This is an optimization exercise on Yosys and OpenROAD, whose aim is small area, not a production implementation.
RTL that was checked went through simulation tests only; none was proved equivalent to the original.
Only the layout flow was run in runs 1, 2 and 6; the RTL was not checked for function there.
Power and IR drop assume default switching activity.

## flow/design.v

```verilog
`timescale 1ns/1ps
`default_nettype none
module gpio_g_inv   (input wire a, output logic y); assign y = ~a; endmodule
module gpio_g_and2  (input wire a, b, output logic y); assign y = a & b; endmodule
module gpio_g_and3  (input wire a, b, c, output logic y); assign y = a & b & c; endmodule
module gpio_g_nand2 (input wire a, b, output logic y); assign y = ~(a & b); endmodule
module gpio_g_nand3 (input wire a, b, c, output logic y); assign y = ~(a & b & c); endmodule
module gpio_g_nand4 (input wire a, b, c, d, output logic y); assign y = ~(a & b & c & d); endmodule
module gpio_g_nor2  (input wire a, b, output logic y); assign y = ~(a | b); endmodule
module gpio_g_nor3  (input wire a, b, c, output logic y); assign y = ~(a | b | c); endmodule
module gpio_g_nor4  (input wire a, b, c, d, output logic y); assign y = ~(a | b | c | d); endmodule
module gpio_g_a21oi (input wire a1, a2, b1, output logic y); assign y = ~((a1 & a2) | b1); endmodule
module gpio_g_a22o  (input wire a1, a2, b1, b2, output logic y); assign y = (a1 & a2) | (b1 & b2); endmodule
module gpio_g_a22oi (input wire a1, a2, b1, b2, output logic y); assign y = ~((a1 & a2) | (b1 & b2)); endmodule
module gpio_g_a32o  (input wire a1, a2, a3, b1, b2, output logic y); assign y = (a1 & a2 & a3) | (b1 & b2); endmodule
module gpio_g_a222oi (input wire a1, a2, b1, b2, c1, c2, output logic y);
   assign y = ~((a1 & a2) | (b1 & b2) | (c1 & c2));
endmodule
module gpio_g_mux4 (input wire a0, a1, a2, a3, s0, s1, output logic y);
   assign y = s1 ? (s0 ? a3 : a2) : (s0 ? a1 : a0);
endmodule
module gpio_gdec (
   input  wire        psel_i,
   input  wire        penable_i,
   input  wire        pwrite_i,
   input  wire  [7:0] paddr_i,
   output logic       wr_o,         
   output logic       is_intr_o,    
   output logic       is_gpin_o,    
   output logic       is_gpout_o,   
   output logic       clr_o,        
   output logic       clr_n_o,
   output logic       gp_sel_o,     
   output logic       gp_sel_n_o
);
   assign wr_o       = psel_i & penable_i & pwrite_i;
   assign is_intr_o  = (paddr_i == 8'h80);
   assign is_gpin_o  = (paddr_i == 8'h90);
   assign is_gpout_o = (paddr_i == 8'hA0);
   assign clr_o      = wr_o & is_intr_o;
   assign clr_n_o    = ~clr_o;
   assign gp_sel_o   = wr_o & is_gpout_o;
   assign gp_sel_n_o = ~gp_sel_o;
endmodule
module gpio_sdec (
   input  wire  [7:0]  paddr_i,
   input  wire         wr_i,
   output logic [31:0] slot_o,
   output logic [31:0] sel_o,
   output logic [31:0] sel_n_o
);
   logic [7:2] an;
   logic [7:0] lo_n;    
   logic [3:0] hi_n;    
   for (genvar b = 2; b < 8; b++)
   begin : g_inv
      gpio_g_inv i_inv (.a(paddr_i[b]), .y(an[b]));
   end
   for (genvar j = 0; j < 8; j++)
   begin : g_lo
      gpio_g_nand3 i_lo (
         .a (j & 1 ? paddr_i[2] : an[2]),
         .b (j & 2 ? paddr_i[3] : an[3]),
         .c (j & 4 ? paddr_i[4] : an[4]),
         .y (lo_n[j])
      );
   end
   for (genvar k = 0; k < 4; k++)
   begin : g_hi
      gpio_g_nand3 i_hi (
         .a (an[7]),
         .b (k & 1 ? paddr_i[5] : an[5]),
         .c (k & 2 ? paddr_i[6] : an[6]),
         .y (hi_n[k])
      );
   end
   for (genvar i = 0; i < 32; i++)
   begin : g_slot
      gpio_g_nor2  i_slot (.a(lo_n[i % 8]), .b(hi_n[i / 8]), .y(slot_o[i]));
      gpio_g_nand2 i_seln (.a(slot_o[i]), .b(wr_i), .y(sel_n_o[i]));
      gpio_g_inv   i_sel  (.a(sel_n_o[i]), .y(sel_o[i]));
   end
endmodule
module gpio_rd_lo (
   input  wire  [31:0] cfg_i,      
   input  wire  [31:0] slot_i,
   input  wire         status_i,
   input  wire         is_intr_i,
   input  wire         level_i,
   input  wire         in_en_i,
   input  wire         is_gpin_i,
   input  wire         gpout_i,
   input  wire         is_gpout_i,
   output logic        prdata_o
);
   logic [10:0] y;
   logic        z_gp, z_lv, p1, p2, p3, q;
   for (genvar g = 0; g < 10; g++)
   begin : g_grp
      gpio_g_a222oi i_ao (
         .a1 (cfg_i[3*g]),   .a2 (slot_i[3*g]),
         .b1 (cfg_i[3*g+1]), .b2 (slot_i[3*g+1]),
         .c1 (cfg_i[3*g+2]), .c2 (slot_i[3*g+2]),
         .y  (y[g])
      );
   end
   gpio_g_a222oi i_ao10 (
      .a1 (cfg_i[30]), .a2 (slot_i[30]),
      .b1 (cfg_i[31]), .b2 (slot_i[31]),
      .c1 (status_i),  .c2 (is_intr_i),
      .y  (y[10])
   );
   gpio_g_nand2 i_gp (.a(gpout_i), .b(is_gpout_i), .y(z_gp));
   gpio_g_nand3 i_lv (.a(level_i), .b(in_en_i), .c(is_gpin_i), .y(z_lv));
   gpio_g_nand4 i_p1 (.a(y[0]), .b(y[1]), .c(y[2]),  .d(y[3]), .y(p1));
   gpio_g_nand4 i_p2 (.a(y[4]), .b(y[5]), .c(y[6]),  .d(y[7]), .y(p2));
   gpio_g_nand4 i_p3 (.a(y[8]), .b(y[9]), .c(y[10]), .d(z_gp), .y(p3));
   gpio_g_nor3  i_q  (.a(p1), .b(p2), .c(p3), .y(q));
   gpio_g_nand2 i_o  (.a(q), .b(z_lv), .y(prdata_o));
endmodule
module gpio_rd_hi (
   input  wire  status_i,
   input  wire  is_intr_i,
   input  wire  level_i,
   input  wire  in_en_i,
   input  wire  is_gpin_i,
   input  wire  gpout_i,
   input  wire  is_gpout_i,
   output logic prdata_o
);
   logic z_sg, z_lv;
   gpio_g_a22oi i_sg (.a1(status_i), .a2(is_intr_i), .b1(gpout_i), .b2(is_gpout_i), .y(z_sg));
   gpio_g_nand3 i_lv (.a(level_i), .b(in_en_i), .c(is_gpin_i), .y(z_lv));
   gpio_g_nand2 i_o  (.a(z_sg), .b(z_lv), .y(prdata_o));
endmodule
module gpio_apb_regs (
   input  wire          PCLK,
   input  wire          aresetn,
   input  wire          psel_i,
   input  wire          penable_i,
   input  wire          pwrite_i,
   input  wire  [7:0]   paddr_i,
   input  wire  [31:0]  pwdata_i,
   input  wire  [31:0]  pin_level_i,
   input  wire  [31:0]  irq_status_i,
   output logic [31:0]  prdata_o,
   output logic [255:0] pin_cfg_o,
   output logic         irq_clr_o,
   output logic         irq_clr_n_o,
   output logic [31:0]  gpio_out_o,
   output logic [31:0]  gpio_oe_o
);
   logic [255:0] cfg_q, cfg_d;
   logic [31:0]  gpout_q, gpout_d;
   logic [31:0]  slot, sel, sel_n;
   logic         wr, is_intr, is_gpin, is_gpout, gp_sel, gp_sel_n;
   gpio_gdec i_gdec (
      .psel_i     (psel_i),
      .penable_i  (penable_i),
      .pwrite_i   (pwrite_i),
      .paddr_i    (paddr_i),
      .wr_o       (wr),
      .is_intr_o  (is_intr),
      .is_gpin_o  (is_gpin),
      .is_gpout_o (is_gpout),
      .clr_o      (irq_clr_o),
      .clr_n_o    (irq_clr_n_o),
      .gp_sel_o   (gp_sel),
      .gp_sel_n_o (gp_sel_n)
   );
   gpio_sdec i_sdec (
      .paddr_i (paddr_i),
      .wr_i    (wr),
      .slot_o  (slot),
      .sel_o   (sel),
      .sel_n_o (sel_n)
   );
   for (genvar i = 0; i < 32; i++)
   begin : g_pin
      for (genvar b = 0; b < 8; b++)
      begin : g_bit
         gpio_g_a22o i_cfg (
            .a1 (sel[i]),   .a2 (pwdata_i[b]),
            .b1 (sel_n[i]), .b2 (cfg_q[8*i+b]),
            .y  (cfg_d[8*i+b])
         );
      end
      gpio_g_a22o i_gpout (
         .a1 (gp_sel),   .a2 (pwdata_i[i]),
         .b1 (gp_sel_n), .b2 (gpout_q[i]),
         .y  (gpout_d[i])
      );
      gpio_g_and2 i_out (.a(gpout_q[i]),    .b(cfg_q[8*i]), .y(gpio_out_o[i]));
      gpio_g_and2 i_oe  (.a(cfg_q[8*i+2]),  .b(cfg_q[8*i]), .y(gpio_oe_o[i]));
   end
   always_ff @(posedge PCLK or negedge aresetn)
      if (!aresetn)
      begin
         cfg_q   <= '0;
         gpout_q <= '0;
      end
      else
      begin
         cfg_q   <= cfg_d;
         gpout_q <= gpout_d;
      end
   assign pin_cfg_o = cfg_q;
   for (genvar b = 0; b < 32; b++)
   begin : g_rd
      if (b < 8)
      begin : g_lo
         logic [31:0] cfg_bit;
         for (genvar i = 0; i < 32; i++)
         begin : g_c
            assign cfg_bit[i] = cfg_q[8*i+b];
         end
         gpio_rd_lo i_rd (
            .cfg_i      (cfg_bit),
            .slot_i     (slot),
            .status_i   (irq_status_i[b]),
            .is_intr_i  (is_intr),
            .level_i    (pin_level_i[b]),
            .in_en_i    (cfg_q[8*b+1]),
            .is_gpin_i  (is_gpin),
            .gpout_i    (gpout_q[b]),
            .is_gpout_i (is_gpout),
            .prdata_o   (prdata_o[b])
         );
      end
      else
      begin : g_hi
         gpio_rd_hi i_rd (
            .status_i   (irq_status_i[b]),
            .is_intr_i  (is_intr),
            .level_i    (pin_level_i[b]),
            .in_en_i    (cfg_q[8*b+1]),
            .is_gpin_i  (is_gpin),
            .gpout_i    (gpout_q[b]),
            .is_gpout_i (is_gpout),
            .prdata_o   (prdata_o[b])
         );
      end
   end
endmodule
`default_nettype wire
`timescale 1ns/1ps
`default_nettype none
module gpio_pin_irq (
   input  wire        clr_i,       
   input  wire        clr_n_i,
   input  wire        mask_i,      
   input  wire  [2:0] int_type_i,
   input  wire        int_en_i,
   input  wire        sync2_i,
   input  wire        level_i,
   input  wire        pos_i,
   input  wire        neg_i,
   input  wire        status_i,
   output logic       pos_d_o,
   output logic       neg_d_o,
   output logic       status_d_o,
   output logic       int_o
);
   logic keep, level_n, sync2_n, int_en_n, t2_n;
   logic pos_n, neg_n, src_lo, none_n, edge_any, int_n;
   gpio_g_nand2 i_keep (.a(clr_i), .b(mask_i), .y(keep));    
   gpio_g_inv   i_lvn  (.a(level_i),  .y(level_n));
   gpio_g_inv   i_s2n  (.a(sync2_i),  .y(sync2_n));
   gpio_g_inv   i_ien  (.a(int_en_i), .y(int_en_n));
   gpio_g_inv   i_t2n  (.a(int_type_i[2]), .y(t2_n));
   gpio_g_a22oi i_pos  (.a1(sync2_i), .a2(level_n), .b1(pos_i), .b2(keep), .y(pos_n));
   gpio_g_nor2  i_posd (.a(int_en_n), .b(pos_n), .y(pos_d_o));
   gpio_g_a22oi i_neg  (.a1(sync2_n), .a2(level_i), .b1(neg_i), .b2(keep), .y(neg_n));
   gpio_g_nor2  i_negd (.a(int_en_n), .b(neg_n), .y(neg_d_o));
   gpio_g_mux4  i_src  (
      .a0 (level_i), .a1 (level_n), .a2 (pos_i), .a3 (neg_i),
      .s0 (int_type_i[0]), .s1 (int_type_i[1]),
      .y  (src_lo)
   );
   gpio_g_nor2  i_none (.a(pos_i), .b(neg_i), .y(none_n));
   gpio_g_nor4  i_any  (.a(t2_n), .b(int_type_i[1]), .c(int_type_i[0]), .d(none_n), .y(edge_any));
   gpio_g_a21oi i_intn (.a1(src_lo), .a2(t2_n), .b1(edge_any), .y(int_n));
   gpio_g_nor2  i_int  (.a(int_en_n), .b(int_n), .y(int_o));
   gpio_g_a32o  i_st   (.a1(clr_i), .a2(keep), .a3(status_i), .b1(clr_n_i), .b2(int_o), .y(status_d_o));
endmodule
module gpio_int_or (
   input  wire  [31:0] int_i,
   output logic        int_or_o
);
   assign int_or_o = |int_i;
endmodule
module gpio_input_monitor (
   input  wire          PCLK,
   input  wire          aresetn,
   input  wire  [31:0]  gpio_in_i,
   input  wire  [255:0] pin_cfg_i,
   input  wire          irq_clr_i,
   input  wire          irq_clr_n_i,
   input  wire  [31:0]  irq_clr_mask_i,
   output logic [31:0]  pin_level_o,
   output logic [31:0]  irq_status_o,
   output logic [31:0]  int_o,
   output logic         int_or_o
);
   logic [31:0] sync1_q, sync2_q, level_q;
   logic [31:0] edge_pos_q, edge_neg_q, status_q;
   logic [31:0] edge_pos_d, edge_neg_d, status_d;
   always_ff @(posedge PCLK or negedge aresetn)
      if (!aresetn)
         sync1_q <= '0;
      else
         sync1_q <= gpio_in_i;
   always_ff @(posedge PCLK)
   begin
      sync2_q    <= sync1_q;
      level_q    <= sync2_q;
      edge_pos_q <= edge_pos_d;
      edge_neg_q <= edge_neg_d;
      status_q   <= status_d;
   end
   for (genvar i = 0; i < 32; i++)
   begin : g_pin
      gpio_pin_irq i_irq (
         .clr_i      (irq_clr_i),
         .clr_n_i    (irq_clr_n_i),
         .mask_i     (irq_clr_mask_i[i]),
         .int_type_i (pin_cfg_i[8*i+5 +: 3]),
         .int_en_i   (pin_cfg_i[8*i+3]),
         .sync2_i    (sync2_q[i]),
         .level_i    (level_q[i]),
         .pos_i      (edge_pos_q[i]),
         .neg_i      (edge_neg_q[i]),
         .status_i   (status_q[i]),
         .pos_d_o    (edge_pos_d[i]),
         .neg_d_o    (edge_neg_d[i]),
         .status_d_o (status_d[i]),
         .int_o      (int_o[i])
      );
   end
   gpio_int_or i_or (.int_i(int_o), .int_or_o(int_or_o));
   assign pin_level_o  = level_q;
   assign irq_status_o = status_q;
endmodule
`default_nettype wire
`timescale 1ns/1ps
`default_nettype none
module gpio_top #(
   parameter int          IO_NUM = 32,
   parameter logic [31:0] IO_VAL = '0
)
(
   input  wire                PCLK,
   input  wire                aresetn,
   input  wire                psel_i,
   input  wire                penable_i,
   input  wire                pwrite_i,
   input  wire  [7:0]         paddr_i,
   input  wire  [31:0]        pwdata_i,
   input  wire  [IO_NUM-1:0]  gpio_in_i,
   output logic [31:0]        prdata_o,
   output logic               pready_o,
   output logic               pslverr_o,
   output logic [IO_NUM-1:0]  int_o,
   output logic               int_or_o,
   output logic [IO_NUM-1:0]  gpio_out_o,
   output logic [IO_NUM-1:0]  gpio_oe_o
);
   logic [255:0] pin_cfg;
   logic         irq_clr, irq_clr_n;
   logic [31:0]  pin_level;
   logic [31:0]  irq_status;
   assign pready_o  = 1'b1;
   assign pslverr_o = 1'b0;
   gpio_apb_regs i_regs (
      .PCLK             (PCLK),
      .aresetn          (aresetn),
      .psel_i           (psel_i),
      .penable_i        (penable_i),
      .pwrite_i         (pwrite_i),
      .paddr_i          (paddr_i),
      .pwdata_i         (pwdata_i),
      .pin_level_i      (pin_level),
      .irq_status_i     (irq_status),
      .prdata_o         (prdata_o),
      .pin_cfg_o        (pin_cfg),
      .irq_clr_o        (irq_clr),
      .irq_clr_n_o      (irq_clr_n),
      .gpio_out_o       (gpio_out_o),
      .gpio_oe_o        (gpio_oe_o)
   );
   gpio_input_monitor i_monitor (
      .PCLK             (PCLK),
      .aresetn          (aresetn),
      .gpio_in_i        (gpio_in_i),
      .pin_cfg_i        (pin_cfg),
      .irq_clr_i        (irq_clr),
      .irq_clr_n_i      (irq_clr_n),
      .irq_clr_mask_i   (pwdata_i),
      .pin_level_o      (pin_level),
      .irq_status_o     (irq_status),
      .int_o            (int_o),
      .int_or_o         (int_or_o)
   );
endmodule
`default_nettype wire
```

## flow/flow/run.sh

```bash
#!/bin/bash
# Standard ORFS layout, with combinational cells downsized before the
# floorplan, small port buffers and a lighter clock tree.
set -euo pipefail
W=$(pwd)
bash standard.sh \
  "PRE_FLOORPLAN_TCL=$W/flow/downsize.tcl" \
  "BUFFER_PORTS_ARGS=-buffer_cell sky130_fd_sc_hd__buf_1" \
  "CTS_ARGS=-sink_clustering_enable -repair_clock_nets -dont_use_dummy_load -buf_list {sky130_fd_sc_hd__clkbuf_4 sky130_fd_sc_hd__clkbuf_8}" \
  finish > standard.log 2>&1
```

## flow/flow/downsize.tcl

```tcl
# Before floorplanning: put every combinational cell in its smallest-area
# variant of the same function (synthesis picks larger drive strengths for
# an unknown load; timing repair later sizes up where the layout needs it).
set db [ord::get_db]
set block [ord::get_db_block]
set masters [dict create]
foreach lib [$db getLibs] {
  foreach m [$lib getMasters] {
    set n [$m getName]
    if {[regexp {^(sky130_fd_sc_hd__[a-z0-9]+)_([0-9]+)$} $n -> base sz]} {
      dict lappend masters $base $m
    }
  }
}
set swapped 0
foreach inst [$block getInsts] {
  set m [$inst getMaster]
  set n [$m getName]
  if {![regexp {^(sky130_fd_sc_hd__[a-z0-9]+)_([0-9]+)$} $n -> base sz]} { continue }
  # leave flip-flops, latches, clock and tie cells alone
  if {[regexp {__(df|edf|sdf|dl|clk|conb|tap|fill|decap|buf|dly)} $base]} { continue }
  set best $m
  set area [expr {[$m getWidth] * [$m getHeight]}]
  foreach c [dict get $masters $base] {
    set a [expr {[$c getWidth] * [$c getHeight]}]
    if {$a < $area} { set best $c; set area $a }
  }
  if {$best ne $m} {
    $inst swapMaster $best
    incr swapped
  }
}
puts "downsize: swapped $swapped instances to smaller variants"
```

## flow/standard.sh

```bash
#!/bin/bash
# synth_recipe.tcl (not shown) runs the flow's synth.tcl, then flattens the netlist and writes it again
# the make line also repeats each setting of config.mk as NAME=value (left out here)
make -C /OpenROAD-flow-scripts/flow DESIGN_CONFIG=/design/flow/config.mk WORK_HOME=/design/flow/orfs CLKGATE_MAP_FILE= SYNTH_SCRIPT=/design/flow/synth_recipe.tcl "${@:-finish}"
```

## flow/config.mk

```make
export PLATFORM = sky130hd
export DESIGN_NAME = gpio_top
export DESIGN_NICKNAME = gpio_top
export VERILOG_FILES = /design/flow/design.v
export SDC_FILE = /design/flow/constraint.sdc
export NUM_CORES = 4
export LEC_CHECK = 0
export CAP_MARGIN = 20
export CORE_MARGIN = 2
export CORE_UTILIZATION = 40
export SLEW_MARGIN = 20
export SYNTH_HIERARCHICAL = 1
export SYNTH_MINIMUM_KEEP_SIZE = 0
```

## flow/constraint.sdc

```tcl
create_clock -name core_clock -period 8.0 [get_ports {PCLK}]
set_input_delay 1.6000 -clock core_clock [delete_from_list [all_inputs] [get_ports {PCLK}]]
set_output_delay 1.6000 -clock core_clock [all_outputs]
set_load 0.01 [all_outputs]
```

==> results of run 1 <==
[final timing paths]
kind / start / cells past startpoint / endpoint / slack (ps)
setup reg to reg: i_regs.cfg_q[141] / 4 / i_monitor.status_q[17] / 6270
max in group asynchronous: aresetn / 2 / i_regs.gpout_q[30] / 5310
min in group asynchronous: aresetn / 1 / i_monitor.sync1_q[13] / 1120
hold reg to reg: i_monitor.sync1_q[5] / 0 / i_monitor.sync2_q[5] / 340
hold / removal: i_monitor.sync1_q[5] / 0 / i_monitor.sync2_q[5] / 340
setup / recovery: paddr_i[5] / 9 / prdata_o[7] / 1980
[sequential cells by signal, summed over array words and instances, names as in the netlist]
name                  count
i_regs.gpout_q           32
i_monitor.edge_neg_q     32
i_monitor.status_q       32
i_regs.cfg_q            256
i_monitor.sync2_q        32
i_monitor.sync1_q        32
i_monitor.edge_pos_q     32
i_monitor.level_q        32
[through the flow]
stage,total power (uW),util [%]
after floorplan,2770,-
after global placement,2950,44.1
after detailed placement,2950,44.1
after CTS,4740,46.4
after global routing,4880,46.4
final,4700,46.4
[power groups by stage]
| stage | Combinational [uW] | Clock [uW] | Sequential (uW) |
|---|---|---|---|
| floorplan | 154 | 0 | 2620 |
| global placement | 283 | 0 | 2660 |
| detailed placement | 290 | 0 | 2660 |
| CTS | 291 | 1830 | 2620 |
| global route | 319 | 1930 | 2630 |
| finish | 291 | 1790 | 2620 |
[routing by layer]
metal  track usage [%]  routed length (microns)
met1              37.5                    28600
met2              39.1                    29300
met3              6.39                     6430
met4              10.3                     2250
met5                 0                        0
[layout make-up]
cell class	count	area share, %
Antenna cell	1	0.0113
Clock buffer	82	5.10
Inverter	168	2.85
Multi-Input combinational cell	1021	33.6
Sequential cell	480	50.7
Tap cell	615	3.48
Timing Repair Buffer	224	4.24
==> results by group, run 1 <==
Drt
  – Via density: 6.28
  – DRT iter0 DRCs: 2136
  – # DRC: 0
  – DRT antenna net count: 0
  – Wire per inst: 25.7 microns
  – First-pass iteration count of the detailed router: 14
  – Via count: 16263
  – Post-Route WL: 66600 microns

Setup path
  – Slowest-stage cell, CP: a222oi_1
  – Worst EP arrival: 4420 ps
  – Crit path largest cell delay: 610 ps
  – Setup crit end kind: output port
  – CP delay by family, top: simple AND/OR/NAND/NOR gates
  – Critical-path cell list: buf_1 -> inv_1 -> nand3_1 -> nor2_1 -> a222oi_1 -> nand4_1 -> nor3_1 -> nand2_1 -> buf_1
  – Setup CP Type: primary input to output port
  – Most frequent CP cell: buf_1
  – Worst setup SP type: primary input
  – Buffers plus inverters on the worst setup path: 3
  – Required @ worst endpoint: 6400 ps
  – Critical-path maximum fanout: 9

CTS
  – Total clock buffers created by CTS: 82
  – Cts-stage hold buffer count: 0
  – Clock latency (worst-skew pair): 650 ps
  – Resize count post-CTS: 0
  – Post-CTS Setup Bufs: 0
  – CTS Sinks: 480
  – CTS tree: yes
  – Root Buffer: clkbuf_8
  – Clock-pin slew on the worst setup and hold paths: 50 ps
  – Clock Tree Buf Depth: 3
  – H-tree depth: 3

Final layout
  – Share of layout cells above drive strength 1: 7.34%
  – Reg area: 11200 sq um
  – Fin area: 22100 sq um
  – NumNets Final: 2054
  – Filler cells: 4493
  – Commonest non-fill, non-tap cells in the layout: 320 x dfrtp_1, 288 x a22o_1, 199 x buf_1, 168 x inv_1
  – Area of the multi-input gates: 7440 sq um
  – Non-Filler Instances: 2591
  – Commonest non-fill, non-tap cell in the layout: dfrtp_1

Floorplanning
  – Horiz. Die Dim: 224 microns
  – Row count: 80
  – I/O pin count: 208
  – Core ar.: 47600 sq um
  – Die ar.: 50000 sq um
  – Initial core utilization: 40.5%
  – Die height: 224 microns

Timing
  – Final hold vios: 0
  – Max-slew violations: 0
  – Tcrit/Tclk final: 75.3%
  – Hold_ws: 338 ps
  – Peak Freq: 166 MHz
  – RSZ-0062 raised after global routing: false
  – Slew headroom: 24.7%
  – Post-route setup TNS: 0 ps
  – Post-layout min period: 6020 ps
  – Final setup margin: 1980 ps
  – Setup violators final: 0
  – Worst-Margin Slew: 1130 ps
  – Skew final: 22.4 ps

Power and ir drop
  – Internal power: 3530 uW
  – Peak VDD IR: 0.0991 mV
  – Share of power burned in registers: 55.8%
  – PwrDens: 212 nW/um^2
  – Sw Ratio: 24.8%
  – Clock share of power: 38.0%
  – Comb power frac: 6.2%
  – P_leak: 0.00967 uW
  – Psw: 1170 uW

Logic synthesis
  – Post-Syn Nets: 1749
  – Mapped Cells: 1672
  – Yosys warning total: 8

Placed design
  – Dpl cell area: 21000 sq um
  – IO Port Bufs: 205
  – GPL Wtd Cong: 0.959
  – DP Cell Count: 2508
  – Dpl ws: 2140 ps
  – Dpl hpwl: 44600 microns

Min path
  – Min-delay worst type: register to register

GRT
  – Overall Global Routing Usage: 26.5%
  – Vias in the first global route: 15964
  – Initial antenna violation count: 1
  – First-pass GRT wire length: 99800 microns
  – Largest net degree at the start of global routing: 114
  – Total gr overflow: 0

Job
  – Max-cap violations: 0

Outcome
  – Status: complete, no violations
==> run 2, diff against run 1 <==
==> flow/flow/run.sh (replaced) <==
#!/bin/bash
# Standard ORFS layout, with combinational cells downsized before the
# floorplan, small port buffers and a lighter clock tree.
set -euo pipefail
W=$(pwd)
bash standard.sh \
  "PRE_FLOORPLAN_TCL=$W/flow/downsize.tcl" \
  "BUFFER_PORTS_ARGS=-buffer_cell sky130_fd_sc_hd__buf_1" \
  "CTS_ARGS=-sink_clustering_enable -repair_clock_nets -dont_use_dummy_load -buf_list {sky130_fd_sc_hd__clkbuf_8} -sink_clustering_size 15 -sink_clustering_max_diameter 100" \
  finish > standard.log 2>&1
==> run 2 against run 1 <==
- critical endpoint unchanged
- critical path depth unchanged
- final area decreased by 2.8%
- sequential power about the same
- count of clock-buffer cells in the layout decreased by 45
- register-to-register slack improved by 20 ps
==> results by group, run 2 <==
Outcome
  – Status: complete, no violations

Timing
  – Tcrit/Tclk final: 74.9% (-0.33 points)
  – Post-layout min period: 5990 ps (-26.3 ps)
  – Skew final: 13.1 ps (-9.30 ps)
  – Worst-Margin Slew: 1110 ps (-16.0 ps)
  – Peak Freq: 167 MHz (+0.44%)
  – Max-slew violations: 0 (unchanged)
  – Final hold vios: 0 (unchanged)
  – Slew headroom: 25.7% (+1.1 points)
  – Setup violators final: 0 (unchanged)
  – Post-route setup TNS: 0 ps (unchanged)
  – RSZ-0062 raised after global routing: false

Drt
  – Post-Route WL: 65800 microns (-1.1%)
  – DRT antenna net count: 0 (unchanged)
  – DRT iter0 DRCs: 2135 (-0.047%)
  – Via count: 16122 (-0.87%)
  – Via density: 6.33 (+0.89%)
  – Wire per inst: 25.8 microns (+0.62%)
  – # DRC: 0 (unchanged)
  – First-pass iteration count of the detailed router: 13 (-1)

GRT
  – Largest net degree at the start of global routing: 114 (unchanged)
  – Vias in the first global route: 15579 (-2.4%)
  – Initial antenna violation count: 1 (unchanged)
  – Total gr overflow: 0 (unchanged)
  – First-pass GRT wire length: 98500 microns (-1.2%)
  – Overall Global Routing Usage: 26.0% (-0.42 points)

Floorplanning
  – Core ar.: 47600 sq um (unchanged)
  – Horiz. Die Dim: 224 microns (unchanged)
  – Die ar.: 50000 sq um (unchanged)
  – Row count: 80 (unchanged)
  – Initial core utilization: 40.5% (unchanged)
  – Die height: 224 microns (unchanged)
  – I/O pin count: 208 (unchanged)

CTS
  – CTS tree: yes
  – Root Buffer: clkbuf_8
  – Clock latency (worst-skew pair): 620 ps (-30 ps)
  – Cts-stage hold buffer count: 0 (unchanged)
  – CTS Sinks: 480 (unchanged)
  – Clock Tree Buf Depth: 3 (unchanged)
  – Total clock buffers created by CTS: 37 (-55%)
  – Post-CTS Setup Bufs: 0 (unchanged)
  – Clock-pin slew on the worst setup and hold paths: 100 ps (+50 ps)
  – Resize count post-CTS: 0 (unchanged)
  – H-tree depth: 2 (-1)

Power and ir drop
  – PwrDens: 191 nW/um^2 (-10%)
  – P_leak: 0.00935 uW (-3.3%)
  – Peak VDD IR: 0.109 mV (+10%)
  – Psw: 1060 uW (-9.0%)
  – Sw Ratio: 25.9% (+1.0 points)
  – Share of power burned in registers: 63.7% (+7.9 points)
  – Internal power: 3040 uW (-14%)
  – Clock share of power: 29.2% (-8.8 points)
  – Comb power frac: 7.1% (+0.9 points)

Setup path
  – CP delay by family, top: simple AND/OR/NAND/NOR gates
  – Critical-path maximum fanout: 9 (unchanged)
  – Setup crit end kind: output port
  – Setup CP Type: primary input to output port
  – Worst EP arrival: 4390 ps (-30 ps)
  – Required @ worst endpoint: 6400 ps (about the same)
  – Buffers plus inverters on the worst setup path: 3 (unchanged)
  – Slowest-stage cell, CP: a222oi_1
  – FF-to-FF path depth: 4 (unchanged)
  – Setup slack, reg-to-reg: 6290 ps (+20 ps)
  – Critical-path cell list: buf_1 -> inv_1 -> nand3_1 -> nor2_1 -> a222oi_1 -> nand4_1 -> nor3_1 -> nand2_1 -> buf_1
  – R2R Path End: i_monitor.status_q[17]
  – Crit path largest cell delay: 560 ps (-50 ps)
  – Most frequent CP cell: buf_1
  – Worst setup SP type: primary input
  – RR Startpoint: i_regs.cfg_q[141]

Placed design
  – Dpl cell area: 21000 sq um (unchanged)
  – GPL Wtd Cong: 0.959 (unchanged)
  – Dpl hpwl: 44600 microns (unchanged)
  – IO Port Bufs: 205 (unchanged)

Final layout
  – Share of layout cells above drive strength 1: 5.18% (-2.2 points)
  – Commonest non-fill, non-tap cell in the layout: dfrtp_1
  – NumNets Final: 2009 (-2.2%)
  – Fin area: 21500 sq um (-2.8%)
  – Commonest non-fill, non-tap cells in the layout: 320 x dfrtp_1, 288 x a22o_1, 199 x buf_1, 168 x inv_1
  – Max reg flops: 256 (unchanged)
  – Largest register by flop count: i_regs.cfg_q

Logic synthesis
  – Post-Syn Nets: 1749 (unchanged)
  – Mapped Cells: 1672 (unchanged)
  – Yosys warning total: 8 (unchanged)

Min path
  – Worst Hold End: i_monitor.sync2_q[22]
  – Hold Crit Start: i_monitor.sync1_q[22]
  – Hold depth: 0 (unchanged)
  – Min-delay worst type: register to register

Job
  – Max-cap violations: 0 (unchanged)
## run 2: area by class of cell
type	instances	area [sq um]
Multi-Input combinational cell	1021	7440
Tap cell	615	769
Clock buffer	37	509
Fill cell	4523	26100
Timing Repair Buffer	224	938
Antenna cell	1	2.50
Sequential cell	480	11200
Inverter	168	631
## run 2: per-layer routing
metal  part of all wire, %  global-route usage [%]  wire length, microns  up-vias
met5                     0                       0                     0        -
met4                   2.9                    7.98                  1890        0
met3                   9.1                    5.76                  5970      122
met2                    44                    39.3                 29200      829
met1                    44                    37.5                 28800     8201
li1                      -                       -                     -     6970
## run 2: stage by stage
| step | instances | hold WS [ps] | worst slack [ps] | total power (uW) | util, % |
|---|---|---|---|---|---|
| 4_1_cts | 2545 | 350 | 2130 | 4130 | 45.1 |
| 5_1_grt | 2546 | 356 | 1820 | 4250 | 45.1 |
| 2_1_floorplan | 1672 | 324 | 347 | 2770 | - |
| 6_report | 2546 | 343 | 2010 | 4110 | 45.1 |
| 3_3_place_gp | 2508 | 324 | 2180 | 2950 | 44.1 |
| 3_5_place_dp | 2508 | 327 | 2140 | 2950 | 44.1 |
## run 2: power by group through the flow
stage          Clock, uW  Combinational, uW  Sequential, uW
2_1_floorplan          0                154            2620
3_3_place_gp           0                283            2660
3_5_place_dp           0                290            2660
4_1_cts             1230                291            2610
5_1_grt             1300                318            2630
6_report            1200                291            2620
## run 2: how the worst max path moves through the flow
stage,startpoint,end,cells past startpoint
5_1_grt,paddr_i[5],prdata_o[7],9
4_1_cts,paddr_i[5],prdata_o[6],9
3_5_place_dp,paddr_i[3],prdata_o[2],7
6_report,paddr_i[5],prdata_o[7],9
2_1_floorplan,paddr_i[1],i_monitor.status_q[0],5
3_3_place_gp,paddr_i[5],prdata_o[6],9
==> run 3, diff against run 2 <==
--- a/flow/design.v
+++ b/flow/design.v
@@ -46,7 +46,6 @@
    input  wire  [7:0]  paddr_i,
    input  wire         wr_i,
    output logic [31:0] slot_o,
-   output logic [31:0] sel_o,
    output logic [31:0] sel_n_o
 );
    logic [7:2] an;
@@ -78,7 +77,6 @@
    begin : g_slot
       gpio_g_nor2  i_slot (.a(lo_n[i % 8]), .b(hi_n[i / 8]), .y(slot_o[i]));
       gpio_g_nand2 i_seln (.a(slot_o[i]), .b(wr_i), .y(sel_n_o[i]));
-      gpio_g_inv   i_sel  (.a(sel_n_o[i]), .y(sel_o[i]));
    end
 endmodule
 module gpio_rd_lo (
@@ -152,7 +150,8 @@
 );
    logic [255:0] cfg_q, cfg_d;
    logic [31:0]  gpout_q, gpout_d;
-   logic [31:0]  slot, sel, sel_n;
+   logic [31:0]  slot, sel_n;
+   logic [7:0]   wdata;    
    logic         wr, is_intr, is_gpin, is_gpout, gp_sel, gp_sel_n;
    gpio_gdec i_gdec (
       .psel_i     (psel_i),
@@ -172,15 +171,18 @@
       .paddr_i (paddr_i),
       .wr_i    (wr),
       .slot_o  (slot),
-      .sel_o   (sel),
       .sel_n_o (sel_n)
    );
+   for (genvar b = 0; b < 8; b++)
+   begin : g_wdata
+      gpio_g_and2 i_wd (.a(pwdata_i[b]), .b(wr), .y(wdata[b]));
+   end
    for (genvar i = 0; i < 32; i++)
    begin : g_pin
       for (genvar b = 0; b < 8; b++)
       begin : g_bit
          gpio_g_a22o i_cfg (
-            .a1 (sel[i]),   .a2 (pwdata_i[b]),
+            .a1 (slot[i]),  .a2 (wdata[b]),
             .b1 (sel_n[i]), .b2 (cfg_q[8*i+b]),
             .y  (cfg_d[8*i+b])
          );
@@ -261,16 +263,16 @@
    output logic       status_d_o,
    output logic       int_o
 );
-   logic keep, level_n, sync2_n, int_en_n, t2_n;
+   logic keep, level_n, fall, int_en_n, t2_n;
    logic pos_n, neg_n, src_lo, none_n, edge_any, int_n;
    gpio_g_nand2 i_keep (.a(clr_i), .b(mask_i), .y(keep));    
    gpio_g_inv   i_lvn  (.a(level_i),  .y(level_n));
-   gpio_g_inv   i_s2n  (.a(sync2_i),  .y(sync2_n));
    gpio_g_inv   i_ien  (.a(int_en_i), .y(int_en_n));
    gpio_g_inv   i_t2n  (.a(int_type_i[2]), .y(t2_n));
    gpio_g_a22oi i_pos  (.a1(sync2_i), .a2(level_n), .b1(pos_i), .b2(keep), .y(pos_n));
    gpio_g_nor2  i_posd (.a(int_en_n), .b(pos_n), .y(pos_d_o));
-   gpio_g_a22oi i_neg  (.a1(sync2_n), .a2(level_i), .b1(neg_i), .b2(keep), .y(neg_n));
+   gpio_g_nor2  i_fall (.a(sync2_i), .b(level_n), .y(fall));
+   gpio_g_a21oi i_neg  (.a1(neg_i), .a2(keep), .b1(fall), .y(neg_n));
    gpio_g_nor2  i_negd (.a(int_en_n), .b(neg_n), .y(neg_d_o));
    gpio_g_mux4  i_src  (
       .a0 (level_i), .a1 (level_n), .a2 (pos_i), .a3 (neg_i),
--- a/flow/config.mk
+++ b/flow/config.mk
@@ -5,9 +5,9 @@
 export SDC_FILE = /design/flow/constraint.sdc
 export NUM_CORES = 4
 export LEC_CHECK = 0
-export CAP_MARGIN = 20
+export CAP_MARGIN = 0
 export CORE_MARGIN = 2
 export CORE_UTILIZATION = 40
-export SLEW_MARGIN = 20
+export SLEW_MARGIN = 0
 export SYNTH_HIERARCHICAL = 1
 export SYNTH_MINIMUM_KEEP_SIZE = 0
==> run 3 against run 2 <==
- still clean
- largest power group unchanged
- maximum frequency decreased by 3.5%
- critical path depth unchanged
- largest cell class unchanged
- core utilization decreased by 0.13 points
- global-route usage decreased by 0.44 points
- clock power about the same
- critical path type unchanged
==> results by group, run 3 <==
Drt
  – Post-Route WL: 64400 microns (-2.2%)
  – DRT iter0 DRCs: 1836 (-14%)
  – First-pass iteration count of the detailed router: 14 (+1)
  – Via density: 6.29 (-0.71%)
  – Via count: 15851 (-1.7%)
  – # DRC: 0 (unchanged)
  – DRT antenna net count: 0 (unchanged)
  – Wire per inst: 25.5 microns (-1.2%)

Min path
  – Min-delay worst type: register to register

CTS
  – Total clock buffers created by CTS: 37 (unchanged)
  – Resize count post-CTS: 0 (unchanged)
  – Post-CTS Setup Bufs: 0 (unchanged)
  – Root Buffer: clkbuf_8
  – Clock Tree Buf Depth: 3 (unchanged)
  – Clock latency (worst-skew pair): 640 ps (+20 ps)
  – H-tree depth: 2 (unchanged)
  – Clock-pin slew on the worst setup and hold paths: 90 ps (about the same)
  – CTS Sinks: 480 (unchanged)
  – Cts-stage hold buffer count: 0 (unchanged)
  – CTS tree: yes

Job
  – Max-cap violations: 0 (unchanged)

Timing
  – Peak Freq: 161 MHz (-3.5%)
  – Skew final: 50.6 ps (+37.5 ps)
  – Post-layout min period: 6210 ps (+217 ps)
  – Max-slew violations: 0 (unchanged)
  – Slew headroom: 11.3% (-14 points)
  – Tcrit/Tclk final: 77.6% (+2.7 points)
  – RSZ-0062 raised after global routing: false
  – Post-route setup TNS: 0 ps (unchanged)
  – Setup violators final: 0 (unchanged)
  – Worst-Margin Slew: 1330 ps (+213 ps)
  – Final hold vios: 0 (unchanged)

Setup path
  – Setup slack, reg-to-reg: 6310 ps (+20 ps)
  – Worst Setup SP: paddr_i[2]
  – Setup crit end kind: output port
  – RR Startpoint: i_regs.cfg_q[134]
  – Setup CP Type: primary input to output port
  – FF-to-FF path depth: 4 (unchanged)
  – Worst EP arrival: 4610 ps (+220 ps)
  – Critical-path maximum fanout: 17 (+8)
  – Worst setup SP type: primary input
  – CP endpoint: prdata_o[6]
  – Required @ worst endpoint: 6400 ps (about the same)
  – R2R Path End: i_monitor.status_q[16]

Final layout
  – NumNets Final: 1984 (-1.2%)
  – Non-Filler Instances: 2521 (-0.98%)
  – Commonest non-fill, non-tap cell in the layout: dfrtp_1
  – Filler cells: 4613 (+2.0%)
  – Largest register by flop count: i_regs.cfg_q
  – Max reg flops: 256 (unchanged)
  – Commonest non-fill, non-tap cells in the layout: 320 x dfrtp_1, 288 x a22o_1, 204 x buf_1, 192 x nor2_1, 160 x dfxtp_1
  – Share of layout cells above drive strength 1: 5.25% (+0.068 points)

Outcome
  – Status: complete, no violations

Placed design
  – IO Port Bufs: 205 (unchanged)
  – Dpl hpwl: 44400 microns (-0.41%)
  – GPL Wtd Cong: 0.877 (-8.5%)
  – DP Cell Count: 2483 (-1.0%)

Floorplanning
  – Die height: 223 microns (-0.38%)
  – Row count: 80 (unchanged)
  – Die ar.: 49600 sq um (-0.76%)
  – Horiz. Die Dim: 223 microns (-0.38%)
  – I/O pin count: 208 (unchanged)
  – Initial core utilization: 40.3% (-0.15 points)
  – Core ar.: 47400 sq um (-0.42%)

Logic synthesis
  – Post-Syn Nets: 1725 (-1.4%)
  – Mapped Cells: 1648 (-1.4%)
  – Yosys warning total: 8 (unchanged)

Power and ir drop
  – P_leak: 0.00889 uW (-4.9%)
  – PwrDens: 190 nW/um^2 (-0.23%)
  – Peak VDD IR: 0.0838 mV (-23%)

GRT
  – Total gr overflow: 0 (unchanged)
  – Largest net degree at the start of global routing: 168 (+47%)
  – Initial antenna violation count: 1 (unchanged)
  – Vias in the first global route: 15192 (-2.5%)
  – Overall Global Routing Usage: 25.6% (-0.44 points)
  – First-pass GRT wire length: 96400 microns (-2.2%)
==> run 3: cell types whose count changed in the layout (fill, tap and decap cells not counted), moves of 5 or more <==
cell / change
buf_1: +5
inv_1: -64
and2_2: +6
a21oi_1: +32
a22oi_1: -32
nor2_1: +32
clkbuf_2: -5
==> run 3: worst min-delay path by stage <==
stage / slack, ps / to / from / cells after the start
floorplan: 320 / i_monitor.sync2_q[0] / i_monitor.sync1_q[0] / 0
global placement: 330 / i_monitor.sync2_q[1] / i_monitor.sync1_q[1] / 0
finish: 330 / i_monitor.level_q[23] / i_monitor.sync2_q[23] / 0
CTS: 330 / i_monitor.level_q[23] / i_monitor.sync2_q[23] / 0
detailed placement: 330 / i_monitor.sync2_q[8] / i_monitor.sync1_q[8] / 0
global route: 340 / i_monitor.level_q[23] / i_monitor.sync2_q[23] / 0
==> run 3: final cells by class <==
class / instances / area (sq um) / share of cell area [%]
diodes: 1 / 2.50 / 0.0117
flip-flops and latches: 480 / 11200 / 52.5
well taps: 615 / 769 / 3.60
repair buffers: 223 / 921 / 4.31
clock buffers: 37 / 509 / 2.38
inverters: 104 / 390 / 1.83
multi-input cells: 1061 / 7550 / 35.4
==> run 3: worst max-delay path, stage by stage <==
cell and delay, ps:
buf_1 320, inv_1 160, nand3_1 360, nor2_1 330, a222oi_1 620, nand4_1 320, nor3_1 570, nand2_1 130
buf_1 170
==> run 3: power by group <==
group / switching (uW) / internal (uW) / leakage [uW]
combinational: 163 / 111 / 0.00296
clock: 767 / 417 / 0.000266
sequential: 98.5 / 2510 / 0.00566
==> run 3: routing by layer <==
metal / GRT usage, % / vias up / routed length, microns
li1: - / 6948 / -
met5: 0 / - / 0
met2: 39.8 / 724 / 29500
met1: 37.1 / 8070 / 28500
met4: 7.45 / 0 / 1780
met3: 3.89 / 109 / 4590
==> run 3: metrics by stage <==
step | hold slack [ps] | instance area (sq um) | util (%) | setup slack, ps | total power, uW
detailed placement | 327 | 20800 | 43.9 | 1950 | 2930
global route | 340 | 21400 | 45.0 | 1740 | 4240
CTS | 331 | 21300 | 45.0 | 1940 | 4110
global placement | 326 | 20800 | 43.9 | 1970 | 2920
finish | 334 | 21400 | 45.0 | 1790 | 4070
floorplan | 324 | 19100 | - | 343 | 2780
==> run 4, diff against run 3 <==
--- a/flow/config.mk
+++ b/flow/config.mk
@@ -5,9 +5,9 @@
 export SDC_FILE = /design/flow/constraint.sdc
 export NUM_CORES = 4
 export LEC_CHECK = 0
-export CAP_MARGIN = 0
+export CAP_MARGIN = 20
 export CORE_MARGIN = 2
 export CORE_UTILIZATION = 40
-export SLEW_MARGIN = 0
+export SLEW_MARGIN = 20
 export SYNTH_HIERARCHICAL = 1
 export SYNTH_MINIMUM_KEEP_SIZE = 0
==> run 4 against run 3 <==
- register-to-register slack about the same
- first-iteration DRC count up 7.5%
- worst setup slack worse by 44 ps
- flip-flop and latch count unchanged
- sequential power about the same
- critical path depth unchanged
- non-clock buffer count unchanged
- final area up 0.19%
- synthesized cell count unchanged
- core utilization up 0.087 points
- worst hold slack better by 13 ps
- total power about the same
==> results by group, run 4 <==
GRT
  – Initial antenna violation count: 1 (unchanged)
  – Overall Global Routing Usage: 25.7% (+0.091 points)
  – Largest net degree at the start of global routing: 168 (unchanged)
  – Total gr overflow: 0 (unchanged)
  – First-pass GRT wire length: 96500 microns (about the same)
  – Vias in the first global route: 15430 (+1.6%)

Setup path
  – Setup crit end kind: output port
  – Worst EP arrival: 4660 ps (+50 ps)
  – Setup slack, reg-to-reg: 6320 ps (about the same)
  – RR Startpoint: i_regs.cfg_q[133]
  – Worst setup SP type: primary input
  – Setup CP Type: primary input to output port
  – FF-to-FF path depth: 4 (unchanged)
  – R2R Path End: i_monitor.status_q[16]
  – Required @ worst endpoint: 6400 ps (about the same)
  – Critical-path maximum fanout: 17 (unchanged)

Placed design
  – IO Port Bufs: 205 (unchanged)
  – Dpl hpwl: 44400 microns (about the same)
  – GPL Wtd Cong: 0.877 (unchanged)
  – DP Cell Count: 2483 (unchanged)
  – Dpl cell area: 20800 sq um (about the same)

Drt
  – Via density: 6.38 (+1.5%)
  – Via count: 16082 (+1.5%)
  – # DRC: 0 (unchanged)
  – DRT iter0 DRCs: 1974 (+7.5%)
  – Post-Route WL: 64700 microns (+0.40%)
  – DRT antenna net count: 0 (unchanged)
  – First-pass iteration count of the detailed router: 12 (-2)
  – Wire per inst: 25.6 microns (+0.40%)

CTS
  – Root Buffer: clkbuf_8
  – Clock Tree Buf Depth: 3 (unchanged)
  – Resize count post-CTS: 0 (unchanged)
  – Cts-stage hold buffer count: 0 (unchanged)
  – Clock latency (worst-skew pair): 640 ps (about the same)
  – CTS tree: yes
  – Clock-pin slew on the worst setup and hold paths: 90 ps (about the same)
  – H-tree depth: 2 (unchanged)
  – CTS Sinks: 480 (unchanged)
  – Total clock buffers created by CTS: 37 (unchanged)
  – Post-CTS Setup Bufs: 0 (unchanged)

Floorplanning
  – Die ar.: 49600 sq um (unchanged)
  – Horiz. Die Dim: 223 microns (unchanged)
  – Die height: 223 microns (unchanged)
  – Row count: 80 (unchanged)
  – Initial core utilization: 40.3% (unchanged)
  – Core ar.: 47400 sq um (unchanged)
  – I/O pin count: 208 (unchanged)

Power and ir drop
  – Share of power burned in registers: 64.1% (about the same)
  – P_leak: 0.00890 uW (about the same)
  – PwrDens: 190 nW/um^2 (-0.12%)
  – Peak VDD IR: 0.0867 mV (+3.4%)
  – Psw: 1030 uW (+0.24%)
  – Sw Ratio: 25.3% (+0.043 points)
  – Comb power frac: 6.8% (about the same)
  – Internal power: 3040 uW (about the same)
  – Clock share of power: 29.1% (about the same)

Timing
  – Worst-Margin Slew: 1190 ps (-132 ps)
  – Post-route setup TNS: 0 ps (unchanged)
  – Final hold vios: 0 (unchanged)
  – Max-slew violations: 0 (unchanged)
  – Skew final: 42.5 ps (-8.10 ps)
  – Post-layout min period: 6260 ps (+44.0 ps)
  – Tcrit/Tclk final: 78.2% (+0.55 points)
  – RSZ-0062 raised after global routing: false
  – Peak Freq: 160 MHz (-0.70%)
  – Setup violators final: 0 (unchanged)
  – Slew headroom: 20.0% (+8.7 points)

Min path
  – Min-delay worst type: register to register
  – Hold Crit Start: i_monitor.sync1_q[18]
  – Worst Hold End: i_monitor.sync2_q[18]
  – Hold depth: 0 (unchanged)

Final layout
  – Fin area: 21400 sq um (+0.19%)
  – Largest register by flop count: i_regs.cfg_q
  – Commonest non-fill, non-tap cell in the layout: dfrtp_1
  – Filler cells: 4551 (-1.3%)
  – Commonest non-fill, non-tap cells in the layout: 320 x dfrtp_1, 288 x a22o_1, 204 x buf_1, 178 x nor2_1, 160 x dfxtp_1
  – NumNets Final: 1984 (unchanged)
  – Max reg flops: 256 (unchanged)
  – Layout Utilization: 45.1% (+0.087 points)
  – Share of layout cells above drive strength 1: 5.98% (+0.73 points)
  – Non-Filler Instances: 2521 (unchanged)

Job
  – Max-cap violations: 0 (unchanged)

Outcome
  – Status: complete, no violations

Logic synthesis
  – Yosys warning total: 8 (unchanged)
  – Post-Syn Nets: 1725 (unchanged)
  – Mapped Cells: 1648 (unchanged)
[run 4: worst max-delay path by stage]
| stage | from | end | slack [ps] | cells after the start |
|---|---|---|---|---|
| after floorplan | paddr_i[1] | i_monitor.status_q[0] | 340 | 5 |
| final | paddr_i[2] | prdata_o[6] | 1740 | 9 |
| after detailed placement | paddr_i[3] | prdata_o[4] | 1960 | 8 |
| after global routing | paddr_i[2] | prdata_o[6] | 1690 | 9 |
| after CTS | paddr_i[3] | prdata_o[4] | 1930 | 8 |
| after global placement | paddr_i[3] | prdata_o[7] | 1970 | 8 |
[run 4: cell type report]
class,instances,area [sq um],area share (%)
clock buffer,37,509,2.38
multi-input combinational,1061,7590,35.5
sequential,480,11200,52.4
tap,615,769,3.60
inverter,104,390,1.82
antenna,1,2.50,0.0117
timing repair buffer,223,921,4.30
[run 4: power by group through the flow]
stage          Sequential (uW)  Clock (uW)  Combinational, uW
3_5_place_dp              2660           0                274
3_3_place_gp              2660           0                268
2_1_floorplan             2620           0                162
6_report                  2610        1190                276
5_1_grt                   2620        1310                304
4_1_cts                   2610        1230                275
[run 4: critical path: stages]
cell and delay [ps]:
buf_1 320, inv_1 190, nand3_1 410, nor2_1 360, a222oi_1 620, nand4_1 330, nor3_1 540, nand2_1 130
buf_1 170
[run 4: layer usage]
metal	up-vias	global-route usage [%]	part of all wire [%]
li1	6926	-	-
met1	8285	37.3	44
met2	763	39.5	46
met3	108	3.54	7.5
met4	0	8.96	3.0
met5	-	0	0
[run 4: through the flow]
stage                     worst slack, ps  total power, uW  hold WS (ps)
after floorplan                       343             2780           324
after global placement               1970             2920           326
after detailed placement             1960             2930           327
after CTS                            1930             4120           347
after global routing                 1690             4240           350
final                                1740             4070           347
==> run 5, diff against run 4 <==
==> flow/flow/run.sh (replaced) <==
#!/bin/bash
# Standard ORFS layout, with combinational cells downsized before the
# floorplan, small port buffers and a lighter clock tree.
set -euo pipefail
W=$(pwd)
bash standard.sh \
  "PRE_FLOORPLAN_TCL=$W/flow/downsize.tcl" \
  "BUFFER_PORTS_ARGS=-buffer_cell sky130_fd_sc_hd__buf_1" \
  "CTS_ARGS=-sink_clustering_enable -repair_clock_nets -dont_use_dummy_load -buf_list {sky130_fd_sc_hd__clkbuf_4} -sink_clustering_size 10 -sink_clustering_max_diameter 60" \
  finish > standard.log 2>&1
--- a/flow/config.mk
+++ b/flow/config.mk
@@ -5,9 +5,9 @@
 export SDC_FILE = /design/flow/constraint.sdc
 export NUM_CORES = 4
 export LEC_CHECK = 0
-export CAP_MARGIN = 20
+export CAP_MARGIN = 0
 export CORE_MARGIN = 2
 export CORE_UTILIZATION = 40
-export SLEW_MARGIN = 20
+export SLEW_MARGIN = 0
 export SYNTH_HIERARCHICAL = 1
 export SYNTH_MINIMUM_KEEP_SIZE = 0
==> run 5 against run 4 <==
- final cell count grew 0.75%
- critical path depth stayed put
- highest routed layer unchanged
- core utilization down 0.28 points
- die area is the same
- maximum frequency is 0.30% higher
- largest cell class unchanged
==> results by group, run 5 <==
Outcome
  – Status: complete, no violations

Placed design
  – GPL Wtd Cong: 0.877 (unchanged)
  – IO Port Bufs: 205 (unchanged)
  – Dpl hpwl: 44400 microns (about the same)
  – Dpl ws: 1950 ps (-11.9 ps)
  – Dpl cell area: 20800 sq um (about the same)
  – DP Cell Count: 2483 (unchanged)

Timing
  – Final setup margin: 1760 ps (+18.9 ps)
  – Setup violators final: 0 (unchanged)
  – RSZ-0062 raised after global routing: false
  – Peak Freq: 160 MHz (+0.30%)
  – Skew final: 60.8 ps (+18.3 ps)
  – Worst-Margin Slew: 1330 ps (+135 ps)
  – Slew headroom: 11.1% (-8.9 points)
  – Final hold vios: 0 (unchanged)
  – Post-layout min period: 6240 ps (-18.9 ps)
  – Tcrit/Tclk final: 78.0% (-0.24 points)
  – Post-route setup TNS: 0 ps (unchanged)
  – Max-slew violations: 0 (unchanged)

Final layout
  – Max reg flops: 256 (unchanged)
  – Filler cells: 4639 (+1.9%)
  – Reg area: 11200 sq um (unchanged)
  – NumNets Final: 2002 (+0.91%)
  – Share of layout cells above drive strength 1: 6.14% (+0.15 points)
  – Commonest non-fill, non-tap cells in the layout: 320 x dfrtp_1, 288 x a22o_1, 204 x buf_1, 192 x nor2_1, 160 x dfxtp_1
  – Largest register by flop count: i_regs.cfg_q
  – Fin area: 21300 sq um (-0.63%)
  – Non-Filler Instances: 2540 (+0.75%)
  – Commonest non-fill, non-tap cell in the layout: dfrtp_1
  – Area of the multi-input gates: 7550 sq um (-0.54%)

Setup path
  – Required @ worst endpoint: 6400 ps (about the same)
  – Setup CP Type: primary input to output port
  – FF-to-FF path depth: 4 (unchanged)
  – Critical-path maximum fanout: 17 (unchanged)
  – Setup crit end kind: output port
  – Worst Setup SP: paddr_i[2]
  – Worst setup SP type: primary input
  – RR Startpoint: i_regs.cfg_q[133]
  – R2R Path End: i_monitor.status_q[16]
  – CP endpoint: prdata_o[6]
  – Worst EP arrival: 4640 ps (-20 ps)
  – Setup slack, reg-to-reg: 6320 ps (about the same)

Drt
  – Via count: 16015 (-0.42%)
  – # DRC: 0 (unchanged)
  – DRT antenna net count: 0 (unchanged)
  – Via density: 6.31 (-1.2%)
  – First-pass iteration count of the detailed router: 10 (-2)
  – DRT iter0 DRCs: 1919 (-2.8%)
  – Wire per inst: 25.5 microns (-0.52%)
  – Post-Route WL: 64800 microns (+0.23%)

GRT
  – GR Util met2: 39.5% (about the same)
  – Vias in the first global route: 15403 (-0.17%)
  – Overall Global Routing Usage: 25.7% (about the same)
  – Total gr overflow: 0 (unchanged)
  – Initial antenna violation count: 1 (unchanged)
  – Layer carrying the most global-route usage: met2
  – Largest net degree at the start of global routing: 168 (unchanged)
  – Met3 global-route usage: 4.27% (+0.73 points)
  – GRT met1 Usage: 36.7% (-0.52 points)
  – First-pass GRT wire length: 96800 microns (+0.34%)

Floorplanning
  – I/O pin count: 208 (unchanged)
  – Initial core utilization: 40.3% (unchanged)
  – Die height: 223 microns (unchanged)
  – Core ar.: 47400 sq um (unchanged)
  – Die ar.: 49600 sq um (unchanged)
  – Row count: 80 (unchanged)
  – Horiz. Die Dim: 223 microns (unchanged)

CTS
  – H-tree depth: 2 (unchanged)
  – Clock-pin slew on the worst setup and hold paths: 110 ps (+20 ps)
  – Clock Tree Buf Depth: 3 (unchanged)
  – Post-CTS Setup Bufs: 0 (unchanged)
  – Resize count post-CTS: 0 (unchanged)
  – CTS tree: yes
  – Total clock buffers created by CTS: 55 (+49%)
  – Clock latency (worst-skew pair): 860 ps (+220 ps)
  – Root Buffer: clkbuf_4
  – Cts-stage hold buffer count: 0 (unchanged)
  – CTS Sinks: 480 (unchanged)

Logic synthesis
  – Mapped Cells: 1648 (unchanged)
  – Post-Syn Nets: 1725 (unchanged)
  – Yosys warning total: 8 (unchanged)

Power and ir drop
  – P_leak: 0.00888 uW (-0.20%)
  – Power Total: 3970 uW (-2.3%)
  – PwrDens: 187 nW/um^2 (-1.7%)
  – Peak VDD IR: 0.0983 mV (+13%)

Job
  – Max-cap violations: 0 (unchanged)

Min path
  – Min-delay worst type: register to register
==> run 5: changes by cell type in the layout (fill, tap and decap cells not counted), sizes merged <==
| cell | change |
|---|---|
| diode | +1 |
| clkbuf | +18 |
==> run 5: layout make-up <==
| cell class | count | share of cell area (%) |
|---|---|---|
| inverter | 104 | 1.84 |
| sequential | 480 | 52.7 |
| multi-input combinational | 1061 | 35.5 |
| timing repair buffer | 223 | 4.33 |
| clock buffer | 55 | 1.94 |
| antenna | 2 | 0.0235 |
| tap | 615 | 3.62 |
==> run 5: worst min-delay path by stage <==
| stage | start | to | slack (ps) | depth (start not counted) |
|---|---|---|---|---|
| 2_1_floorplan | i_monitor.sync1_q[0] | i_monitor.sync2_q[0] | 320 | 0 |
| 3_3_place_gp | i_monitor.sync1_q[1] | i_monitor.sync2_q[1] | 330 | 0 |
| 3_5_place_dp | i_monitor.sync1_q[8] | i_monitor.sync2_q[8] | 330 | 0 |
| 4_1_cts | i_monitor.sync1_q[13] | i_monitor.sync2_q[13] | 330 | 0 |
| 5_1_grt | i_monitor.sync1_q[13] | i_monitor.sync2_q[13] | 320 | 0 |
| 6_report | i_monitor.sync1_q[13] | i_monitor.sync2_q[13] | 300 | 0 |
==> run 5: stage by stage <==
| step | hold slack, ps | utilization [%] |
|---|---|---|
| 2_1_floorplan | 324 | - |
| 3_3_place_gp | 326 | 43.9 |
| 3_5_place_dp | 327 | 43.9 |
| 4_1_cts | 327 | 44.8 |
| 5_1_grt | 321 | 44.8 |
| 6_report | 301 | 44.8 |
==> run 5: layer usage <==
metal  wire (microns)  vias to the layer above  part of all wire, %
li1                 -                     7009                    -
met1            28200                     8139                   44
met2            29600                      753                   46
met3             4950                      114                  7.6
met4             2000                        0                  3.1
met5                0                        -                    0
==> run 5: worst max-delay path: stages <==
cell	delay, ps
buf_1	320
inv_1	170
nand3_1	350
nor2_1	330
a222oi_1	630
nand4_1	330
nor3_1	580
nand2_1	140
buf_1	170
==> run 5: power breakdown <==
part           switching (uW)  internal, uW  leakage (uW)  total (uW)
Combinational             163           111       0.00296         274
Sequential               98.8          2510       0.00566        2610
Clock                     777           314      0.000253        1090
Total                    1040          2940       0.00888        3970
==> run 6, diff against run 5 <==
--- a/flow/design.v
+++ b/flow/design.v
@@ -153,6 +153,8 @@
    logic [31:0]  slot, sel_n;
    logic [7:0]   wdata;    
    logic         wr, is_intr, is_gpin, is_gpout, gp_sel, gp_sel_n;
+   logic         gpout_vld;    
+   logic         rd_gpout;
    gpio_gdec i_gdec (
       .psel_i     (psel_i),
       .penable_i  (penable_i),
@@ -192,20 +194,22 @@
          .b1 (gp_sel_n), .b2 (gpout_q[i]),
          .y  (gpout_d[i])
       );
-      gpio_g_and2 i_out (.a(gpout_q[i]),    .b(cfg_q[8*i]), .y(gpio_out_o[i]));
+      gpio_g_and3 i_out (.a(gpout_q[i]), .b(cfg_q[8*i]), .c(gpout_vld), .y(gpio_out_o[i]));
       gpio_g_and2 i_oe  (.a(cfg_q[8*i+2]),  .b(cfg_q[8*i]), .y(gpio_oe_o[i]));
    end
    always_ff @(posedge PCLK or negedge aresetn)
       if (!aresetn)
-      begin
-         cfg_q   <= '0;
-         gpout_q <= '0;
-      end
+         cfg_q <= '0;
       else
-      begin
-         cfg_q   <= cfg_d;
-         gpout_q <= gpout_d;
-      end
+         cfg_q <= cfg_d;
+   always_ff @(posedge PCLK or negedge aresetn)
+      if (!aresetn)
+         gpout_vld <= 1'b0;
+      else
+         gpout_vld <= gpout_vld | gp_sel;
+   always_ff @(posedge PCLK)
+      gpout_q <= gpout_d;
+   gpio_g_and2 i_rdgp (.a(is_gpout), .b(gpout_vld), .y(rd_gpout));
    assign pin_cfg_o = cfg_q;
    for (genvar b = 0; b < 32; b++)
    begin : g_rd
@@ -225,7 +229,7 @@
             .in_en_i    (cfg_q[8*b+1]),
             .is_gpin_i  (is_gpin),
             .gpout_i    (gpout_q[b]),
-            .is_gpout_i (is_gpout),
+            .is_gpout_i (rd_gpout),
             .prdata_o   (prdata_o[b])
          );
       end
@@ -238,7 +242,7 @@
             .in_en_i    (cfg_q[8*b+1]),
             .is_gpin_i  (is_gpin),
             .gpout_i    (gpout_q[b]),
-            .is_gpout_i (is_gpout),
+            .is_gpout_i (rd_gpout),
             .prdata_o   (prdata_o[b])
          );
       end
==> run 6 against run 5 <==
- core utilization is 0.47 points higher
- worst setup slack worse by 180 ps
- clock power about the same
- largest cell class unchanged
- highest routed layer unchanged
- combinational power about the same
- count of clock-buffer cells in the layout unchanged
- still clean on timing, DRC and antenna
- largest power group unchanged
==> results by group, run 6 <==
Outcome
  – Status: complete, no violations

Final layout
  – Largest register by flop count: i_regs.cfg_q
  – Fin area: 21200 sq um (-0.43%)
  – Layout Utilization: 45.3% (+0.47 points)
  – Max reg flops: 256 (unchanged)
  – NumNets Final: 2012 (+0.50%)
  – Non-Filler Instances: 2542 (+0.079%)
  – Commonest non-fill, non-tap cell in the layout: dfrtp_1
  – Commonest non-fill, non-tap cells in the layout: 289 x dfrtp_1, 288 x a22o_1, 204 x buf_1, 192 x nor2_1, 192 x dfxtp_1
  – Share of layout cells above drive strength 1: 6.47% (+0.33 points)

Power and ir drop
  – Power Total: 3990 uW (+0.35%)
  – PwrDens: 188 nW/um^2 (+0.78%)
  – Peak VDD IR: 0.0849 mV (-14%)
  – P_leak: 0.00884 uW (-0.49%)

Timing
  – Max-slew violations: 0 (unchanged)
  – Worst-Margin Slew: 1340 ps (+7.89 ps)
  – Tcrit/Tclk final: 80.2% (+2.2 points)
  – Peak Freq: 156 MHz (-2.8%)
  – Post-layout min period: 6420 ps (+179 ps)
  – Post-route setup TNS: 0 ps (unchanged)
  – Skew final: 36.4 ps (-24.4 ps)
  – Final hold vios: 0 (unchanged)
  – RSZ-0062 raised after global routing: false
  – Setup violators final: 0 (unchanged)
  – Slew headroom: 10.6% (-0.53 points)

Placed design
  – Dpl hpwl: 46600 microns (+4.9%)
  – IO Port Bufs: 205 (unchanged)
  – Dpl cell area: 20700 sq um (-0.44%)
  – GPL Wtd Cong: 0.922 (+5.2%)
  – DP Cell Count: 2485 (+0.081%)

Setup path
  – Worst setup SP type: primary input
  – Setup CP Type: primary input to output port
  – R2R Path End: i_monitor.status_q[14]
  – RR Startpoint: i_regs.cfg_q[117]
  – FF-to-FF path depth: 4 (unchanged)
  – Critical-path cell list: buf_1 -> or4_1 -> nor3_1 -> and2_1 -> buf_4 -> nand2_1 -> nand4_1 -> nor3_1 -> nand2_1 -> buf_1
  – Worst EP arrival: 4820 ps (+180 ps)
  – Setup slack, reg-to-reg: 6330 ps (about the same)
  – Slowest-stage cell, CP: and2_1
  – Setup crit end kind: output port
  – Worst Setup SP: paddr_i[3]
  – Crit path largest cell delay: 970 ps (+340 ps)
  – Required @ worst endpoint: 6400 ps (about the same)
  – CP delay by family, top: simple AND/OR/NAND/NOR gates
  – Critical-path maximum fanout: 18 (+1)
  – Buffers plus inverters on the worst setup path: 3 (unchanged)

Drt
  – First-pass iteration count of the detailed router: 10 (unchanged)
  – Wire per inst: 26.3 microns (+3.0%)
  – Via count: 16082 (+0.42%)
  – # DRC: 0 (unchanged)
  – DRT iter0 DRCs: 2082 (+8.5%)
  – Via density: 6.33 (+0.34%)
  – DRT antenna net count: 0 (unchanged)
  – Post-Route WL: 66800 microns (+3.0%)

Floorplanning
  – Die height: 222 microns (-0.31%)
  – Initial core utilization: 40.7% (+0.33 points)
  – Core ar.: 46800 sq um (-1.5%)
  – Row count: 79 (-1.3%)
  – Horiz. Die Dim: 222 microns (-0.31%)
  – Die ar.: 49300 sq um (-0.63%)
  – I/O pin count: 208 (unchanged)

Logic synthesis
  – Yosys warning total: 8 (unchanged)
  – Post-Syn Nets: 1728 (+0.17%)
  – Mapped Cells: 1651 (+0.18%)

CTS
  – H-tree depth: 2 (unchanged)
  – Cts-stage hold buffer count: 0 (unchanged)
  – Post-CTS Setup Bufs: 0 (unchanged)
  – Total clock buffers created by CTS: 55 (unchanged)
  – Clock Tree Buf Depth: 3 (unchanged)
  – Clock-pin slew on the worst setup and hold paths: 110 ps (about the same)
  – Clock latency (worst-skew pair): 840 ps (-20 ps)
  – Root Buffer: clkbuf_4
  – Resize count post-CTS: 0 (unchanged)
  – CTS Sinks: 481 (+0.21%)
  – CTS tree: yes

GRT
  – Largest net degree at the start of global routing: 174 (+3.6%)
  – Overall Global Routing Usage: 26.5% (+0.84 points)
  – First-pass GRT wire length: 99500 microns (+2.7%)
  – Vias in the first global route: 15617 (+1.4%)
  – Initial antenna violation count: 2 (+1)
  – Total gr overflow: 0 (unchanged)

Min path
  – Hold Crit Start: i_monitor.sync1_q[11]
  – Worst Hold End: i_monitor.sync2_q[11]
  – Min-delay worst type: register to register
  – Hold depth: 0 (unchanged)

Job
  – Max-cap violations: 0 (unchanged)
run 6: area by class of cell:
class	instances	area [sq um]
multi-input cells	1063	7550
fillers	4467	25600
inverters	104	390
flip-flops and latches	481	11100
repair buffers	230	973
diodes	2	5.00
well taps	607	759
clock buffers	55	413
run 6: worst max path at each step:
stage          cells past startpoint  slack [ps]                    end
2_1_floorplan                      5         340  i_monitor.status_q[0]
3_3_place_gp                      10        1770            prdata_o[6]
3_5_place_dp                      10        1710            prdata_o[0]
4_1_cts                           10        1700            prdata_o[0]
5_1_grt                           10        1500            prdata_o[2]
6_report                          10        1580            prdata_o[0]
run 6: power breakdown:
group	internal (uW)	total (uW)	switching, uW
clock	314	1100	784
combinational	111	273	162
sequential	2510	2620	103
total	2940	3990	1050
run 6: layer usage:
layer	up-vias	GRT usage, %	share of wire [%]	wire [microns]
met5	-	0	0	0
met4	0	11.2	4.1	2760
met3	178	5.82	8.4	5580
met2	794	40.9	46	30500
met1	8078	36.3	42	28000
li1	7032	-	-	-
run 6: per-stage QoR:
step                      hold slack (ps)  setup slack, ps
after floorplan                       324              343
after global routing                  323             1500
after global placement                325             1770
after CTS                             329             1700
after detailed placement              327             1710
final                                 324             1580

==> port drivers added, routing unchanged <==
Ports are ideal in the flow. The routed layouts listed here were re-timed in OpenROAD. Step 1: set_driving_cell puts a clkbuf_16 on PCLK and a buf_2 on each other input, an assumption about the parent block. Step 2 times the ports against the registers' clock, not the clock port: input delays grow and output delays shrink by t, the midpoint of the rising clock arrivals with the driver on. a / b / c = ideal / step 1 / step 2; a / b = the first two.
run | t (ns) | setup slack, ns | worst setup path after step 2
run 1 | 0.686 | 1.979 / 1.956 / 1.956 | input to output
run 2 | 0.673 | 2.006 / 1.982 / 1.982 | input to output
run 3 | 0.671 | 1.789 / 1.766 / 1.766 | input to output
run 4 | 0.667 | 1.745 / 1.722 / 1.722 | input to output
run 5 | 0.867 | 1.764 / 1.741 / 1.741 | input to output
run 6 | 0.877 | 1.585 / 1.564 / 1.564 | input to output
After both steps setup and hold are still met in every run listed. For run 2, which loses most, drivers alone change the setup slack by -0.024 ns; drivers and shift together by -0.024 ns.
